Context: an optimization exercise on an open-source flow, tuned for small area, a short achievable clock period and few clock cycles per item. The choices shown serve that exercise and are no tape-out recipe.
RTL that was checked went through simulation tests only; none was proved equivalent to the original.
Power and IR drop assume default switching activity.

// core_issue_top
module core_issue_top (
    input  logic                   clk,
    input  logic                   rst,
    input  logic                   instr_valid,
    input  logic [31:0]            instr_word,
    input  logic                   flush,
    output logic                   stall,
    output logic                   wb_valid,
    output logic [5-1:0] wb_rd,
    output logic [32-1:0]       wb_data
);
Size: ~1400 flip-flops, about 75 I/O pins.
clock: 7.0 ns
lec_check: 0
abc_clock_period_in_ps: 3000
cap_margin: 20
core_margin: 2
core_utilization: 40
setup_slack_margin: 3.0
slew_margin: 20
run.sh (not shown) runs the stock make flow with config.mk's settings and CLKGATE_MAP_FILE= SYNTH_SCRIPT=/design/flow/synth_recipe.tcl, a recipe that flattens the netlist after the stock synthesis.
Change:
--- a/flow/design.v
+++ b/flow/design.v
@@ -54,30 +54,31 @@
 import core_pkg::*;
 module instr_queue #(
     parameter int DEPTH = 3
 ) (
     input  logic           clk,
     input  logic           rst,
     input  logic           flush,
     input  logic           push,
     input  core_pkg::dec_t wr_data,
     input  logic           pop,
+    input  logic           pop_sure,
     output logic           head_valid,
     output core_pkg::dec_t head,
     output logic           stall
 );
     localparam int W = core_pkg::DEC_W;
     logic [DEPTH-1:0][W-1:0] q;
     logic [DEPTH-1:0]        v;
     assign head       = q[0];
     assign head_valid = v[0];
-    assign stall      = v[DEPTH-1] && !pop;
+    assign stall      = v[DEPTH-1] && !pop_sure;
     always_ff @(posedge clk) begin
         if (rst || flush) begin
             v <= '0;
         end else begin
             for (int i = 0; i < DEPTH; i++) begin
                 if (pop)
                     v[i] <= (i + 1 < DEPTH ? v[(i + 1) % DEPTH] : 1'b0) || (push && v[i]) ||
                             (push && i == 0 && !v[0]);
                 else
                     v[i] <= v[i] || (push && (i == 0 || v[(i + DEPTH - 1) % DEPTH]));
@@ -295,67 +296,71 @@
                 if (x[i])
                     clz32 = 31 - i;
         end
     endfunction
     logic [5:0]       za;
     logic [5:0]       zb;
     logic             b_zero;
     logic             b_le;
     logic             div_run;
     logic             div_align;
+    logic             div_short;
     logic             div_done;
     logic             div_op_rem;
     logic [5:0]       div_za;
     logic [5:0]       div_zb;
     logic [5:0]       div_k;
     logic [5:0]       div_cnt;
     logic [32-1:0] div_rem;
     logic [32-1:0] div_quot;
     logic [32-1:0] div_d;
     logic [32:0]   div_diff;
     assign za     = clz32(ex_a);
     assign zb     = clz32(ex_b);
     assign b_zero = (ex_b == '0);
     assign b_le   = !b_zero && (zb >= za);
     assign div_k  = div_zb - div_za;
     assign div_diff = {1'b0, div_rem} - {1'b0, div_d};
     assign div_done = div_busy && !ex_div && !div_align && !div_run;
     assign div_wr   = div_done && !s2_valid;
     assign div_res  = div_op_rem ? div_rem : div_quot;
-    assign div_resv = (div_align && div_za == div_zb) || (div_run && div_cnt == 6'd2);
+    assign div_resv = (div_run && div_cnt == 6'd2) ||
+                      (div_run && div_cnt == 6'd1 && div_short && (ex_alu || ex_mul));
     always_ff @(posedge clk) begin
         if (rst) begin
             div_busy  <= 1'b0;
             div_align <= 1'b0;
             div_run   <= 1'b0;
         end else begin
             if (issue_div)
                 div_busy <= 1'b1;
             else if (div_wr)
                 div_busy <= 1'b0;
-            div_align <= ex_div && b_le;
-            if (div_align)
+            div_align <= ex_div && b_le && za != zb;
+            if (div_align || (ex_div && b_le && za == zb))
                 div_run <= 1'b1;
             else if (div_run && div_cnt == 6'd1)
                 div_run <= 1'b0;
         end
     end
     always_ff @(posedge clk) begin
         if (issue_div) begin
             div_rd     <= issue_rd;
             div_op_rem <= issue_rem;
         end
     end
     always_ff @(posedge clk) begin
+        div_short <= ex_div;
         if (ex_div) begin
             div_za   <= za;
             div_zb   <= zb;
+            div_cnt  <= 6'd1;
             div_rem  <= ex_a;
             div_quot <= b_zero ? '1 : '0;
             div_d    <= ex_b;
         end else if (div_align) begin
             div_cnt  <= div_k + 6'd1;
             div_d    <= div_d << div_k[4:0];
         end else if (div_run) begin
             div_cnt  <= div_cnt - 6'd1;
             div_quot <= {div_quot[32-2:0], !div_diff[32]};
             div_d    <= div_d >> 1;
@@ -1136,20 +1141,21 @@
         .dec_ok     (dec_ok),
         .dec        (dec)
     );
     instr_queue u_queue (
         .clk        (clk),
         .rst        (rst),
         .flush      (flush),
         .push       (instr_valid && !flush && dec_ok),
         .wr_data    (dec),
         .pop        (fire),
+        .pop_sure   (!div_busy && !(ex_mul && (ex_rd == head.rs1 || ex_rd == head.imm[4:0]))),
         .head_valid (head_valid),
         .head       (head),
         .stall      (stall)
     );
     instruction_issue u_issue (
         .clk        (clk),
         .rst        (rst),
         .head_valid (head_valid),
         .head       (head),
         .fire       (fire),
Result: Power rose by 2.2%. First-iteration DRC count goes down by 6.6%. Die area stays flat. Setup slack gains 220 ps. Clock power rises by 5.7%. Sequential power barely changes. Critical path depth went up by 1. Routed wire length came out lower by 3.1%. Global-route usage shrinks by 0.53 points. Flip-flop and latch count grows by 1. Register-to-register slack is worse by 30 ps. Final cell count goes down by 0.35%. Synthesized cell count shrinks by 0.66%. Via count decreases by 2.2%.
Testbench counts after the change, summed over its fixed seeds: cycles 17,691, instrs 16,000.
The RTL of the first run of this note was laid out without a check of its function.

---

core_issue_top, a different RTL version from the one above (not shown whole).
Size: about 1500 flip-flops, about 75 I/O pins, ~0.086 sq mm of cells after synthesis.
## core_issue_top
module core_issue_top (
    input  logic                   clk,
    input  logic                   rst,
    input  logic                   instr_valid,
    input  logic [31:0]            instr_word,
    input  logic                   flush,
    output logic                   stall,
    output logic                   wb_valid,
    output logic [5-1:0] wb_rd,
    output logic [32-1:0]       wb_data
);
export LEC_CHECK = 0
export ABC_CLOCK_PERIOD_IN_PS = 3000
export CAP_MARGIN = 20
export CORE_MARGIN = 2
export CORE_UTILIZATION = 40
export SETUP_SLACK_MARGIN = 3.0
export SLEW_MARGIN = 20
create_clock -name core_clock -period 7.0 [get_ports {clk}]
Rerun with:
--- a/flow/design.v
+++ b/flow/design.v
@@ -66,15 +66,15 @@
     output logic           stall
 );
     localparam int W = core_pkg::DEC_W;
     logic [DEPTH-1:0][W-1:0] q;
     logic [DEPTH-1:0]        v;
     assign head       = q[0];
     assign head_valid = v[0];
-    assign stall      = v[DEPTH-1] && !pop;
+    assign stall      = v[DEPTH-1];
     always_ff @(posedge clk) begin
         if (rst || flush) begin
             v <= '0;
         end else begin
             for (int i = 0; i < DEPTH; i++) begin
                 if (pop)
                     v[i] <= (i + 1 < DEPTH ? v[(i + 1) % DEPTH] : 1'b0) || (push && v[i]) ||
@@ -109,16 +109,14 @@
     output logic                     ex_mul,
     output logic                     ex_div,
     output logic [5-1:0]   ex_rd,
     output logic [2:0]               ex_funct3,
     output logic                     ex_sub,
     output logic [32-1:0]         ex_a,
     output logic [32-1:0]         ex_b,
-    output logic [32-1:0]         mul_a,
-    output logic [32-1:0]         mul_b,
     input  logic [32-1:0]         alu_res,
     input  logic                     s2_valid,
     input  logic [5-1:0]   s2_rd,
     input  logic [32-1:0]         s2_res,
     input  logic                     div_busy,
     input  logic [5-1:0]   div_rd,
     input  logic                     div_resv,
@@ -155,28 +153,24 @@
     always_comb begin
         if (ex_alu && ex_rd == rs1)
             rs1_val = alu_res;
         else if (s2_valid && s2_rd == rs1)
             rs1_val = s2_res;
         else if (div_wr && div_rd == rs1)
             rs1_val = div_res;
-        else if (rf_we && rf_waddr == rs1)
-            rs1_val = rf_wdata;
         else
             rs1_val = rf_rd[rs1];
     end
     always_comb begin
         if (ex_alu && ex_rd == rs2)
             rs2_val = alu_res;
         else if (s2_valid && s2_rd == rs2)
             rs2_val = s2_res;
         else if (div_wr && div_rd == rs2)
             rs2_val = div_res;
-        else if (rf_we && rf_waddr == rs2)
-            rs2_val = rf_wdata;
         else
             rs2_val = rf_rd[rs2];
     end
     assign haz_mul  = ex_mul && (ex_rd == rs1 || (use_rs2 && ex_rd == rs2));
     assign haz_div  = div_busy && !div_wr &&
                       (div_rd == rs1 || (use_rs2 && div_rd == rs2) || div_rd == head.rd);
     assign blk_div  = head.div && div_busy && !div_wr;
@@ -197,16 +191,14 @@
     assign op_b = head.use_imm ? {{(32-12){head.imm[11]}}, head.imm} : rs2_val;
     always_ff @(posedge clk) begin
         ex_rd     <= head.rd;
         ex_funct3 <= head.funct3;
         ex_sub    <= head.sub;
         ex_a      <= rs1_val;
         ex_b      <= op_b;
-        mul_a     <= head.mul ? rs1_val : '0;
-        mul_b     <= head.mul ? rs2_val : '0;
     end
 endmodule
 `timescale 1ns/10ps
 import core_pkg::*;
 module execute_cluster (
     input  logic                   clk,
     input  logic                   rst,
@@ -363,33 +355,27 @@
             div_cnt  <= div_cnt - 6'd1;
             div_quot <= {div_quot[32-2:0], !div_diff[32]};
             div_d    <= div_d >> 1;
             if (!div_diff[32])
                 div_rem <= div_diff[32-1:0];
         end
     end
-    logic                   res_we;
-    logic [5-1:0] res_rd;
-    logic [32-1:0]       res_data;
-    assign res_we   = s2_valid || div_wr;
-    assign res_rd   = s2_valid ? s2_rd : div_rd;
-    assign res_data = s2_valid ? s2_res : div_res;
+    assign rf_we    = s2_valid || div_wr;
+    assign rf_waddr = s2_valid ? s2_rd : div_rd;
+    assign rf_wdata = s2_valid ? s2_res : div_res;
     always_ff @(posedge clk) begin
         if (rst)
             wb_valid <= 1'b0;
         else
-            wb_valid <= res_we;
+            wb_valid <= rf_we;
     end
     always_ff @(posedge clk) begin
-        wb_rd   <= res_rd;
-        wb_data <= res_data;
+        wb_rd   <= rf_waddr;
+        wb_data <= rf_wdata;
     end
-    assign rf_we    = wb_valid;
-    assign rf_waddr = wb_rd;
-    assign rf_wdata = wb_data;
 endmodule
 module mul_csa (
     input  logic [31:0] a,
     input  logic [31:0] b,
     output logic [31:0] r0,
     output logic [31:0] r1,
     output logic [31:0] r2,
@@ -1119,15 +1105,14 @@
     core_pkg::dec_t         head;
     logic                   fire;
     logic                   ex_alu, ex_mul, ex_div;
     logic [5-1:0] ex_rd;
     logic [2:0]             ex_funct3;
     logic                   ex_sub;
     logic [32-1:0]       ex_a, ex_b;
-    logic [32-1:0]       mul_a, mul_b;
     logic [32-1:0]       alu_res;
     logic                   s2_valid;
     logic [5-1:0] s2_rd;
     logic [32-1:0]       s2_res;
     logic                   div_busy;
     logic [5-1:0] div_rd;
     logic                   div_resv;
@@ -1162,16 +1147,14 @@
         .ex_mul     (ex_mul),
         .ex_div     (ex_div),
         .ex_rd      (ex_rd),
         .ex_funct3  (ex_funct3),
         .ex_sub     (ex_sub),
         .ex_a       (ex_a),
         .ex_b       (ex_b),
-        .mul_a      (mul_a),
-        .mul_b      (mul_b),
         .alu_res    (alu_res),
         .s2_valid   (s2_valid),
         .s2_rd      (s2_rd),
         .s2_res     (s2_res),
         .div_busy   (div_busy),
         .div_rd     (div_rd),
         .div_resv   (div_resv),
@@ -1188,16 +1171,16 @@
         .ex_mul     (ex_mul),
         .ex_div     (ex_div),
         .ex_rd      (ex_rd),
         .ex_funct3  (ex_funct3),
         .ex_sub     (ex_sub),
         .ex_a       (ex_a),
         .ex_b       (ex_b),
-        .mul_a      (mul_a),
-        .mul_b      (mul_b),
+        .mul_a      (ex_a),
+        .mul_b      (ex_b),
         .alu_res    (alu_res),
         .issue_div  (fire && head.div),
         .issue_rd   (head.rd),
         .issue_rem  (head.funct3[1]),
         .s2_valid   (s2_valid),
         .s2_rd      (s2_rd),
         .s2_res     (s2_res),
Result: With this change the flow finished but failed the layout checks on capacitance limit, slew limit. Die area came out lower by 3.6%. Worst setup slack improves by 0.027 ns. Clock power came out lower by 5.0%. Wire length drops by 9.8%. Utilization rises by 0.18 points. Total power went up by 20%. Clock skew went up by 0.013 ns. Area after synthesis went down by 3.6%. Final cell count went down by 4.2%. Via count goes down by 5.6%. Register-to-register slack is better by 0.02 ns.
No run of this note included a check of the RTL's function; only the layout flow was run.

## re-timing with driven ports
No port has a modelled driver above. Below, the same layouts with a new extraction and two added sets of constraints. Step 1 assumes that a clkbuf_16 drives the clock port and a buf_2 every other input. Step 2 moves the port delays by t, midway between the first and last clock arrival at a register: inputs arrive t later, outputs are due t later. That takes back most of the time a late clock gives input paths. Three values: no drivers, after step 1, after step 2; two values: the first two.
run | t (ns) | setup WS [ns] | hold WS [ns] | pins driven straight from the clock port
the first run of note 1 | 0.889 | 2.768 / 2.678 / 3.016 | 0.338 / 0.338 / 0.338 | 1
the second run of note 1 | 0.893 | 2.991 / 2.991 / 2.991 | 0.343 / 0.343 / 0.343 | 1
the first run of note 2 | 0.923 | 2.854 / 2.760 / 2.865 | 0.340 / 0.340 / 0.340 | 1
the second run of note 2 | 0.881 | 2.881 / 2.881 / 2.881 | 0.339 / 0.339 / 0.339 | 1
